From an optimization exercise on the open Yosys and OpenROAD flow, aimed at a short achievable clock period and few clock cycles; shortcuts taken in it are not production practice. The RTL was checked by simulation tests, not by an equivalence proof against the original design. Power is estimated from default activity; no workload was simulated.

File: flow/design.v
package cpuPkg;
	typedef logic [31:0] wordT;     
	typedef logic [31:0] instrT;    
	typedef logic [4:0]  regAddrT;  
	localparam int regCount = 32;
	typedef enum logic [5:0] {
		opRType = 6'h00,
		opBeq   = 6'h04,
		opAddi  = 6'h08,
		opLw    = 6'h23,
		opSw    = 6'h2b
	} opcodeT;
	typedef enum logic [5:0] {
		fnSll = 6'h00,
		fnAdd = 6'h20,
		fnSub = 6'h22,
		fnAnd = 6'h24,
		fnOr  = 6'h25,
		fnSlt = 6'h2a
	} functT;
	typedef enum logic [3:0] {
		aluAnd = 4'h0,
		aluOr  = 4'h1,
		aluAdd = 4'h2,
		aluSub = 4'h6,
		aluSlt = 4'h7,
		aluSll = 4'h8
	} aluOpT;
	typedef enum logic [1:0] {
		fwdNone = 2'd0,  
		fwdMem  = 2'd1,  
		fwdWb   = 2'd2   
	} fwdSelT;
	localparam int opHi    = 31;
	localparam int opLo    = 26;
	localparam int rsHi    = 25;
	localparam int rsLo    = 21;
	localparam int rtHi    = 20;
	localparam int rtLo    = 16;
	localparam int rdHi    = 15;
	localparam int rdLo    = 11;
	localparam int shamtHi = 10;
	localparam int shamtLo = 6;
	localparam int functHi = 5;
	localparam int functLo = 0;
	localparam int immHi   = 15;
	localparam int immLo   = 0;
endpackage
`timescale 1ns/1ps
module fetchStage #(
	parameter cpuPkg::wordT resetPc = '0
) (
	input  logic          clk,
	input  logic          reset,
	input  cpuPkg::instrT instr,         
	input  logic          stall,
	input  logic          freeze,
	input  logic          branchTaken,
	input  cpuPkg::wordT  branchTarget,
	output cpuPkg::wordT  instrAddr,
	output cpuPkg::instrT ifInstr,
	output cpuPkg::wordT  ifPcPlus4
);
	cpuPkg::wordT pc;
	cpuPkg::wordT pcPlus4;
	assign instrAddr = pc;
	assign pcPlus4   = pc + 32'd4;  
	always_ff @(posedge clk)
	begin
		if (reset)
		begin
			pc      <= resetPc;
			ifInstr <= '0;  
		end
		else if (!freeze)
		begin
			if (branchTaken)
			begin
				pc      <= branchTarget;
				ifInstr <= '0;  
			end
			else if (!stall)
			begin
				pc      <= pcPlus4;
				ifInstr <= instr;
			end
		end
	end
	always_ff @(posedge clk)
	begin
		if (!freeze && !stall)
			ifPcPlus4 <= pcPlus4;
	end
endmodule
`timescale 1ns/1ps
module decodeStage (
	input  logic            clk,
	input  logic            reset,
	input  cpuPkg::instrT   ifInstr,
	input  cpuPkg::wordT    ifPcPlus4,
	input  logic            stall,
	input  logic            freeze,
	input  logic            branchTaken,
	input  cpuPkg::wordT    rsData,
	input  cpuPkg::wordT    rtData,
	output cpuPkg::regAddrT rsAddr,
	output cpuPkg::regAddrT rtAddr,
	output cpuPkg::regAddrT idRs,
	output cpuPkg::regAddrT idRt,
	output cpuPkg::regAddrT idDest,
	output cpuPkg::wordT    idA,
	output cpuPkg::wordT    idB,
	output cpuPkg::wordT    idImm,
	output cpuPkg::wordT    idPcPlus4,
	output cpuPkg::aluOpT   idAluOp,
	output logic [4:0]      idShamt,
	output logic            idAluSrc,
	output logic            idRegWrite,
	output logic            idMemRead,
	output logic            idMemWrite,
	output logic            idBranch
);
	cpuPkg::opcodeT  opcode;
	cpuPkg::functT   funct;
	cpuPkg::regAddrT rdAddr;
	cpuPkg::regAddrT dest;
	cpuPkg::wordT    imm;
	cpuPkg::aluOpT   aluOp;
	logic            aluSrc;
	logic            regWrite;
	logic            memRead;
	logic            memWrite;
	logic            branch;
	assign opcode = cpuPkg::opcodeT'(ifInstr[cpuPkg::opHi:cpuPkg::opLo]);
	assign funct  = cpuPkg::functT'(ifInstr[cpuPkg::functHi:cpuPkg::functLo]);
	assign rsAddr = ifInstr[cpuPkg::rsHi:cpuPkg::rsLo];  
	assign rtAddr = ifInstr[cpuPkg::rtHi:cpuPkg::rtLo];
	assign rdAddr = ifInstr[cpuPkg::rdHi:cpuPkg::rdLo];
	assign imm    = {{16{ifInstr[cpuPkg::immHi]}}, ifInstr[cpuPkg::immHi:cpuPkg::immLo]};
	assign dest   = (opcode == cpuPkg::opRType) ? rdAddr : rtAddr;
	always_comb
	begin
		aluOp    = cpuPkg::aluAdd;
		aluSrc   = 1'b0;
		regWrite = 1'b0;
		memRead  = 1'b0;
		memWrite = 1'b0;
		branch   = 1'b0;
		case (opcode)
			cpuPkg::opRType:
			begin
				regWrite = 1'b1;
				case (funct)
					cpuPkg::fnAdd: aluOp = cpuPkg::aluAdd;
					cpuPkg::fnSub: aluOp = cpuPkg::aluSub;
					cpuPkg::fnAnd: aluOp = cpuPkg::aluAnd;
					cpuPkg::fnOr:  aluOp = cpuPkg::aluOr;
					cpuPkg::fnSlt: aluOp = cpuPkg::aluSlt;
					cpuPkg::fnSll: aluOp = cpuPkg::aluSll;
					default:       regWrite = 1'b0;  
				endcase
			end
			cpuPkg::opAddi:
			begin
				regWrite = 1'b1;
				aluSrc   = 1'b1;
			end
			cpuPkg::opLw:
			begin
				regWrite = 1'b1;
				memRead  = 1'b1;
				aluSrc   = 1'b1;  
			end
			cpuPkg::opSw:
			begin
				memWrite = 1'b1;
				aluSrc   = 1'b1;
			end
			cpuPkg::opBeq: branch = 1'b1;  
			default: ;                     
		endcase
	end
	always_ff @(posedge clk)
	begin
		if (reset)
		begin
			idRegWrite <= 1'b0;
			idMemRead  <= 1'b0;
			idMemWrite <= 1'b0;
			idBranch   <= 1'b0;
		end
		else if (!freeze)
		begin
			if (stall || branchTaken)
			begin
				idRegWrite <= 1'b0;
				idMemRead  <= 1'b0;
				idMemWrite <= 1'b0;
				idBranch   <= 1'b0;
			end
			else
			begin
				idRegWrite <= regWrite && (dest != '0);  
				idMemRead  <= memRead;
				idMemWrite <= memWrite;
				idBranch   <= branch;
			end
		end
	end
	always_ff @(posedge clk)
	begin
		if (!freeze)
		begin
			idRs      <= rsAddr;
			idRt      <= rtAddr;
			idDest    <= dest;
			idA       <= rsData;
			idB       <= rtData;
			idImm     <= imm;
			idPcPlus4 <= ifPcPlus4;
			idAluOp   <= aluOp;
			idShamt   <= ifInstr[cpuPkg::shamtHi:cpuPkg::shamtLo];
			idAluSrc  <= aluSrc;
		end
	end
endmodule
`timescale 1ns/1ps
module registerFile (
	input  logic            clk,
	input  cpuPkg::regAddrT rsAddr,
	input  cpuPkg::regAddrT rtAddr,
	input  logic            wbRegWrite,
	input  cpuPkg::regAddrT wbDest,
	input  cpuPkg::wordT    wbData,
	output cpuPkg::wordT    rsData,
	output cpuPkg::wordT    rtData
);
	cpuPkg::wordT regs [cpuPkg::regCount];
	assign rsData = (rsAddr == '0) ? '0 :
		(wbRegWrite && (wbDest == rsAddr)) ? wbData : regs[rsAddr];
	assign rtData = (rtAddr == '0) ? '0 :
		(wbRegWrite && (wbDest == rtAddr)) ? wbData : regs[rtAddr];
	always_ff @(posedge clk)
	begin
		if (wbRegWrite && (wbDest != '0))
			regs[wbDest] <= wbData;  
	end
endmodule
`timescale 1ns/1ps
module hazardUnit (
	input  cpuPkg::regAddrT rsAddr,      
	input  cpuPkg::regAddrT rtAddr,
	input  cpuPkg::regAddrT idRs,        
	input  cpuPkg::regAddrT idRt,
	input  logic            idMemRead,
	input  cpuPkg::regAddrT idDest,
	input  logic            exRegWrite,
	input  cpuPkg::regAddrT exDest,
	input  logic            wbRegWrite,
	input  cpuPkg::regAddrT wbDest,
	output cpuPkg::fwdSelT  fwdA,
	output cpuPkg::fwdSelT  fwdB,
	output logic            stall
);
	function automatic logic [1:0] pickFwd(logic [4:0] src);
		if (src == '0)
			pickFwd = cpuPkg::fwdNone;  
		else if (exRegWrite && (exDest == src))
			pickFwd = cpuPkg::fwdMem;
		else if (wbRegWrite && (wbDest == src))
			pickFwd = cpuPkg::fwdWb;
		else
			pickFwd = cpuPkg::fwdNone;
	endfunction
	assign fwdA = cpuPkg::fwdSelT'(pickFwd(idRs));
	assign fwdB = cpuPkg::fwdSelT'(pickFwd(idRt));
	assign stall = idMemRead && (idDest != '0) &&
		((idDest == rsAddr) || (idDest == rtAddr));
endmodule
`timescale 1ns/1ps
module executeStage (
	input  logic            clk,
	input  logic            reset,
	input  cpuPkg::wordT    idA,
	input  cpuPkg::wordT    idB,
	input  cpuPkg::wordT    idImm,
	input  cpuPkg::wordT    idPcPlus4,
	input  cpuPkg::regAddrT idDest,
	input  cpuPkg::aluOpT   idAluOp,
	input  logic [4:0]      idShamt,
	input  logic            idAluSrc,
	input  logic            idRegWrite,
	input  logic            idMemRead,
	input  logic            idMemWrite,
	input  logic            idBranch,
	input  cpuPkg::fwdSelT  fwdA,
	input  cpuPkg::fwdSelT  fwdB,
	input  cpuPkg::wordT    wbData,
	input  logic            freeze,
	output cpuPkg::wordT    exAluOut,
	output cpuPkg::wordT    exStoreData,
	output cpuPkg::regAddrT exDest,
	output logic            exRegWrite,
	output logic            exMemRead,
	output logic            exMemWrite,
	output logic            branchTaken,
	output cpuPkg::wordT    branchTarget
);
	cpuPkg::wordT opA;
	cpuPkg::wordT rtVal;
	cpuPkg::wordT opB;
	cpuPkg::wordT aluResult;
	function automatic logic [31:0] fwdMux(logic [1:0] sel, logic [31:0] regVal);
		case (sel)
			cpuPkg::fwdMem: fwdMux = exAluOut;  
			cpuPkg::fwdWb:  fwdMux = wbData;
			default:        fwdMux = regVal;
		endcase
	endfunction
	assign opA   = fwdMux(fwdA, idA);
	assign rtVal = fwdMux(fwdB, idB);  
	assign opB   = idAluSrc ? idImm : rtVal;
	always_comb
	begin
		case (idAluOp)
			cpuPkg::aluAdd: aluResult = opA + opB;
			cpuPkg::aluSub: aluResult = opA - opB;
			cpuPkg::aluAnd: aluResult = opA & opB;
			cpuPkg::aluOr:  aluResult = opA | opB;
			cpuPkg::aluSlt: aluResult = ($signed(opA) < $signed(opB)) ? 32'd1 : 32'd0;
			cpuPkg::aluSll: aluResult = opB << idShamt;  
			default:        aluResult = opA + opB;
		endcase
	end
	assign branchTaken  = idBranch && (opA == rtVal);
	assign branchTarget = idPcPlus4 + {idImm[29:0], 2'b00};
	always_ff @(posedge clk)
	begin
		if (reset)
		begin
			exRegWrite <= 1'b0;
			exMemRead  <= 1'b0;
			exMemWrite <= 1'b0;
		end
		else if (!freeze)
		begin
			exRegWrite <= idRegWrite;
			exMemRead  <= idMemRead;
			exMemWrite <= idMemWrite;
		end
	end
	always_ff @(posedge clk)
	begin
		if (!freeze)
		begin
			exAluOut    <= aluResult;
			exStoreData <= rtVal;
			exDest      <= idDest;
		end
	end
endmodule
`timescale 1ns/1ps
module memoryStage (
	input  logic            clk,
	input  logic            reset,
	input  cpuPkg::wordT    exAluOut,
	input  cpuPkg::wordT    exStoreData,
	input  cpuPkg::regAddrT exDest,
	input  logic            exRegWrite,
	input  logic            exMemRead,
	input  logic            exMemWrite,
	input  cpuPkg::wordT    wbDatI,
	input  logic            wbAck,
	output logic            wbCyc,
	output logic            wbStb,
	output logic            wbWe,
	output cpuPkg::wordT    wbAdr,
	output cpuPkg::wordT    wbDatO,
	output logic            freeze,
	output logic            wbRegWrite,
	output cpuPkg::regAddrT wbDest,
	output cpuPkg::wordT    wbData
);
	logic         memAccess;
	logic         acked;      
	logic         wbIsLoad;
	cpuPkg::wordT wbAluOut;
	cpuPkg::wordT wbLoadData;
	assign memAccess = exMemRead || exMemWrite;
	assign wbStb     = memAccess && !acked;  
	assign wbCyc     = wbStb;
	assign wbWe      = exMemWrite;
	assign wbAdr     = {exAluOut[31:2], 2'b00};  
	assign wbDatO    = exStoreData;
	assign freeze = memAccess && !(wbStb && wbAck);
	always_ff @(posedge clk)
	begin
		if (reset)
			acked <= 1'b0;
		else
			acked <= wbStb && wbAck;
	end
	always_ff @(posedge clk)
	begin
		if (reset)
			wbRegWrite <= 1'b0;
		else if (!freeze)
			wbRegWrite <= exRegWrite;
	end
	always_ff @(posedge clk)
	begin
		if (!freeze)
		begin
			wbDest     <= exDest;
			wbIsLoad   <= exMemRead;
			wbAluOut   <= exAluOut;
			wbLoadData <= wbDatI;  
		end
	end
	assign wbData = wbIsLoad ? wbLoadData : wbAluOut;
endmodule
`timescale 1ns/1ps
module pipelineCpu #(
	parameter cpuPkg::wordT resetPc = '0
) (
	input  logic          clk,
	input  logic          reset,
	input  cpuPkg::instrT instr,
	input  cpuPkg::wordT  wbDatI,
	input  logic          wbAck,
	output cpuPkg::wordT  instrAddr,
	output logic          wbCyc,
	output logic          wbStb,
	output logic          wbWe,
	output cpuPkg::wordT  wbAdr,
	output cpuPkg::wordT  wbDatO
);
	cpuPkg::instrT   ifInstr;
	cpuPkg::wordT    ifPcPlus4;
	cpuPkg::regAddrT rsAddr, rtAddr, idRs, idRt, idDest, exDest, wbDest;
	cpuPkg::wordT    rsData, rtData, idA, idB, idImm, idPcPlus4;
	cpuPkg::aluOpT   idAluOp;
	logic [4:0]      idShamt;
	logic            idAluSrc, idRegWrite, idMemRead, idMemWrite, idBranch;
	cpuPkg::fwdSelT  fwdA, fwdB;
	logic            stall, freeze, branchTaken;
	cpuPkg::wordT    branchTarget, exAluOut, exStoreData, wbData;
	logic            exRegWrite, exMemRead, exMemWrite, wbRegWrite;
	fetchStage #(.resetPc(resetPc)) fetch (.*);
	decodeStage decode (.*);
	registerFile regFile (.*);
	hazardUnit hazard (.*);
	executeStage execute (.*);
	memoryStage memory (.*);
endmodule
File: flow/run.sh
#!/bin/bash
# synth_recipe.tcl (not shown) runs the flow's synth.tcl, then flattens the netlist and writes it again
# the make line also repeats each setting of config.mk as NAME=value (left out here)
make -C /OpenROAD-flow-scripts/flow DESIGN_CONFIG=/design/flow/config.mk WORK_HOME=/design/flow/orfs CLKGATE_MAP_FILE= SYNTH_SCRIPT=/design/flow/synth_recipe.tcl finish
File: flow/config.mk
export PLATFORM = sky130hd
export DESIGN_NAME = pipelineCpu
export DESIGN_NICKNAME = pipelineCpu
export VERILOG_FILES = /design/flow/design.v
export SDC_FILE = /design/flow/constraint.sdc
export NUM_CORES = 4
export LEC_CHECK = 0
export CAP_MARGIN = 20
export CORE_MARGIN = 2
export CORE_UTILIZATION = 40
export SLEW_MARGIN = 20
File: flow/constraint.sdc
create_clock -name core_clock -period 8.0 [get_ports {clk}]
set_input_delay 1.6000 -clock core_clock [delete_from_list [all_inputs] [get_ports {clk}]]
set_output_delay 1.6000 -clock core_clock [all_outputs]
set_load 0.01 [all_outputs]
==> reports/qor.yml <==
status:
  result_of_the_run: "complete, no violations"
sta:
  finalMaxSlewViolations: 0
  hold_viol_final: 0
  finClkSkew_ps: 31.3
  achievable-frequency_mhz: 143
  timing.hold.ws_ps: 417
  timing_worst_slew_pin_value_ps: 1300
  fin_tns_setup_ps: 0
  setup-violations-final: 0
  grt_setup_unrepaired: "false"
  max_slew_margin: 0.127
  period_utilization: 0.872
  fin_crit_ps: 6980
yosys:
  syn_area_um2: 72000
  ys_types: 82
  syn_area_per_cell_um2: 14.9
  synth_flop_cell: "sky130_fd_sc_hd__edfxtp_1"
  synthTopCellsByArea: "sky130_fd_sc_hd__edfxtp_1 (55%), sky130_fd_sc_hd__mux4_2 (17%), sky130_fd_sc_hd__mux2i_1 (2.7%)"
  yosysTopAreaCell: "sky130_fd_sc_hd__edfxtp_1"
  synth-seq-area-share: 0.574
  async_flop_share: 0
  syn-instance-count: 4830
  synth_edf_count: 1327
  synth_warnings: 6
  ys_ff_latch: 1400
  yosys.area.top_type_share: 0.553
final_layout:
  final_core_utilization: 0.456
  fillerInstances: 15445
  final-instance-count-excl-fill: 7410
  finalNetCount: 5139
  synthToLayoutAreaGrowth_pct: 13.1
  drive_above_1_share: 0.208
job:
  drv.max_cap_violation_count: 0
floorplanning:
  die_footprint_um2: 183000
  vert_die_dim_um: 428
  initial_utilization: 0.403
  floorplan.rows: 155
  top_level_ports: 166
  die_w_um: 428
  core_footprint_um2: 179000
clock_tree:
  tritoncts: "built"
  clock_latency_ps: 810
  htreeDepth: 4
  number_of_buffers_inserted_for_hold_repair_after_clock_tree_synthesis: 0
  postCtsResizedCells: 0
  cts_bufs_inserted: 150
  clkSlewWorstSetupHoldPaths_ps: 60
  cts-root-to-sink-buffers: 3
  cts.repair_timing.setup_buffer_count: 0
  clock-sinks: 1400
  clk_root_buffer_cell: "sky130_fd_sc_hd__clkbuf_16"
critical_path:
  cp_slowest_cell: "sky130_fd_sc_hd__o221ai_1"
  worstSetupEndpointType: "register"
  critPathMaxFanout: 10
  path_delay_family: "compound AO/OA/AOI/OAI gates"
  critical_path_buf_inv_count: 3
  worst_ep_arrival_time_ps: 7490
  most_frequent_cp_cell: "sky130_fd_sc_hd__nor4_1"
  setup.worst_path.start_class: "register"
  crit_type: "register to register"
  timing.critical_path.cells: "xor2_1, nor4_1, and3_1, nor4_1, ha_2, nand2b_1, buf_4, o221ai_1, mux2i_1, inv_1, ha_1, nor2_1, nor4_1, o21ai_0, a31o_2, a21oi_1, o21ai_0, o41ai_1, buf_4, o221a_2, o211ai_1"
  largest_incremental_delay_on_the_critical_path_ps: 700
  cp.required_ps: 8520
placed_design:
  placed_cells: 7140
  port_buffers: 163
  gpl.final_weighted_congestion: 1.02
  post-dp-hpwl_um: 153000
drt:
  drt-pass1-iter-count: 7
  detail_route.wl_per_cell_um: 33.0
  first_iter_violations: 6149
  routed_wirelength_um: 245000
  route.antenna.remaining_nets: 0
  vias: 47543
  routed_via_density: 6.42
  detail_route.drc_violations: 0
pwr:
  leakagePower_nw: 27.0
  fin_total_pwr_mw: 20.9
  vdd.ir_drop.worst_mv: 0.223
  pwr_cell_area_nw_per_um2: 256
grt:
  grt_util_met2: 0.426
  grt_use_met3: 0.0502
  first_global_vias: 47056
  grt_start_max_net_pins: 154
  initial_antenna_violation_count: 10
  grt_pass1_wl_um: 348000
  global_route.usage.total: 0.263
  global_route.overflow_total: 0
  use_met1: 0.346
  global_route.peak_usage_layer: "met2"
hold_path:
  worst_hold_path_type: "register to register"
[area by class of cell]
| cell class | count | area, µm² | area share |
|---|---|---|---|
| diodes | 4 | 10.0 | 0.000123 |
| flip-flops and latches | 1400 | 41300 | 0.508 |
| well taps | 2355 | 2950 | 0.0362 |
| repair buffers | 308 | 2890 | 0.0355 |
| inverters | 140 | 529 | 0.00650 |
| clock buffers | 186 | 3970 | 0.0488 |
| clock inverters | 79 | 767 | 0.00942 |
| multi-input cells | 2938 | 29000 | 0.356 |
[registers in the layout, indices dropped and copies added (netlist names), 4 cells and up]
signal / flops
decode.idA: 32
decode.idAluOp: 4
decode.idB: 32
decode.idDest: 5
decode.idImm: 12
decode.idPcPlus4: 32
decode.idRs: 5
decode.idRt: 5
decode.idShamt: 4
execute.exAluOut: 32
execute.exDest: 5
execute.exStoreData: 32
fetch.ifInstr: 32
fetch.ifPcPlus4: 32
fetch.pc: 32
memory.wbAluOut: 32
memory.wbDest: 5
memory.wbLoadData: 32
regFile.regs: 1024
[cell families after synthesis]
logic type / after synthesis / synth area share
AND/OR/NAND/NOR: 877 / 0.0568
other: 1 / 0.0000521
flip-flops: 1400 / 0.574
buffers and inverters: 525 / 0.0303
AO/OA/AOI/OAI: 956 / 0.0910
XOR/XNOR: 130 / 0.0158
adder cells (fa/ha/maj): 134 / 0.0236
multiplexers: 807 / 0.209
[synth_stat cells, drive strengths merged, types with 35 or more instances]
cell type / n
nor3: 41
a221oi: 52
clkbuf: 240
o211ai: 53
inv: 138
mux4: 550
o22ai: 45
nor2: 352
nand2b: 35
ha: 131
nor2b: 52
mux2i: 197
edfxtp: 1327
a21o: 42
a21oi: 231
dfxtp: 73
nand2: 198
nand3: 50
a22oi: 59
buf: 145
xnor2: 80
a221o: 37
xor2: 50
o21ai: 133
mux2: 60
o221ai: 42
a211oi: 109
[stage by stage]
step | worst slack (ps) | instance area [µm²]
after floorplan | 772 | 72200
after global placement | 1130 | 76700
after detailed placement | 1160 | 76700
after CTS | 1190 | 81400
after global routing | 519 | 81400
final | 1020 | 81500
[power breakdown]
group          switching, mW  leakage (nW)  internal (mW)
logic                   2.90          11.4           1.42
registers              0.476          13.2           9.27
clock network           2.99          2.31           3.83
total                   6.36          27.0           14.5
[worst paths after layout]
| check | start | to | slack (ps) | cells past startpoint |
|---|---|---|---|---|
| setup / recovery | execute.exDest[2]$_DFFE_PN_ | execute.exAluOut[29]$_DFFE_PN_ | 1020 | 21 |
| hold / removal | fetch.ifPcPlus4[5]$_DFFE_PP_ | decode.idPcPlus4[5]$_DFFE_PN_ | 420 | 0 |
| setup reg to reg | execute.exDest[2]$_DFFE_PN_ | execute.exAluOut[29]$_DFFE_PN_ | 1020 | 21 |
| hold reg to reg | fetch.ifPcPlus4[5]$_DFFE_PP_ | decode.idPcPlus4[5]$_DFFE_PN_ | 420 | 0 |
[cell usage in the layout (no fill, tap or decap), types with 16 or more instances in the layout]
cell type	synthesis	final
sky130_fd_sc_hd__and3_1	18	18
sky130_fd_sc_hd__nand4_1	25	25
sky130_fd_sc_hd__nand3_1	50	49
sky130_fd_sc_hd__nand2_1	197	196
sky130_fd_sc_hd__o21ai_0	131	129
sky130_fd_sc_hd__clkinv_2	0	18
sky130_fd_sc_hd__o221ai_1	42	42
sky130_fd_sc_hd__nor2b_1	52	48
sky130_fd_sc_hd__xor2_1	50	50
sky130_fd_sc_hd__a22oi_1	59	59
sky130_fd_sc_hd__nand2b_1	35	35
sky130_fd_sc_hd__clkdlybuf4s50_1	0	162
sky130_fd_sc_hd__o211ai_1	53	53
sky130_fd_sc_hd__inv_1	134	130
sky130_fd_sc_hd__nor2_1	352	320
sky130_fd_sc_hd__xnor2_1	80	80
sky130_fd_sc_hd__and2_1	25	25
sky130_fd_sc_hd__dfxtp_1	73	63
sky130_fd_sc_hd__mux4_2	550	550
sky130_fd_sc_hd__o21bai_1	17	17
sky130_fd_sc_hd__nor4_1	18	16
sky130_fd_sc_hd__a221oi_1	51	51
sky130_fd_sc_hd__a211oi_1	109	109
sky130_fd_sc_hd__a31oi_1	21	20
sky130_fd_sc_hd__a221o_1	37	37
sky130_fd_sc_hd__clkinv_1	2	36
sky130_fd_sc_hd__conb_1	1	34
sky130_fd_sc_hd__a21o_1	42	42
sky130_fd_sc_hd__nor2_4	0	32
sky130_fd_sc_hd__a21oi_1	230	230
sky130_fd_sc_hd__ha_1	131	130
sky130_fd_sc_hd__clkbuf_1	240	30
sky130_fd_sc_hd__clkbuf_16	0	152
sky130_fd_sc_hd__nor3_1	40	38
sky130_fd_sc_hd__mux2_2	57	57
sky130_fd_sc_hd__o22ai_1	45	45
sky130_fd_sc_hd__mux2i_1	197	194
sky130_fd_sc_hd__buf_4	37	131
sky130_fd_sc_hd__edfxtp_1	1327	1327
[routing by layer]
metal / part of all wire / vias to the layer above
li1: - / 19682
met5: 0.00014 / -
met4: 0.050 / 6
met3: 0.089 / 540
met1: 0.39 / 24628
met2: 0.48 / 2687
Testbench counts, summed over its fixed seeds: cycles 35,750.

afterwards: timing with drivers on the ports:
The results above use ideal ports. As a check the final layout listed here was re-extracted and re-timed, cells and wires unchanged.
Step 1 assumes that a clkbuf_16 drives the clock port and a buf_2 every other input.
Step 2 also shifts input and output timing later by t, the mid clock arrival at the registers, as if the neighbouring blocks saw the same clock.
a / b / c = no drivers / after step 1 / after step 2; a / b = the first two.
shift t [ns]: 0.879
setup WS [ns]: 1.025 / 1.025 / 1.025
latest minus earliest clock arrival (ns): 0.040 / 0.039
worst register clock-pin slew, ns: 0.07 / 0.07
After both steps this run still meets setup and hold. For this run, drivers alone change the setup slack by 0.000 ns; drivers and shift together by 0.000 ns.
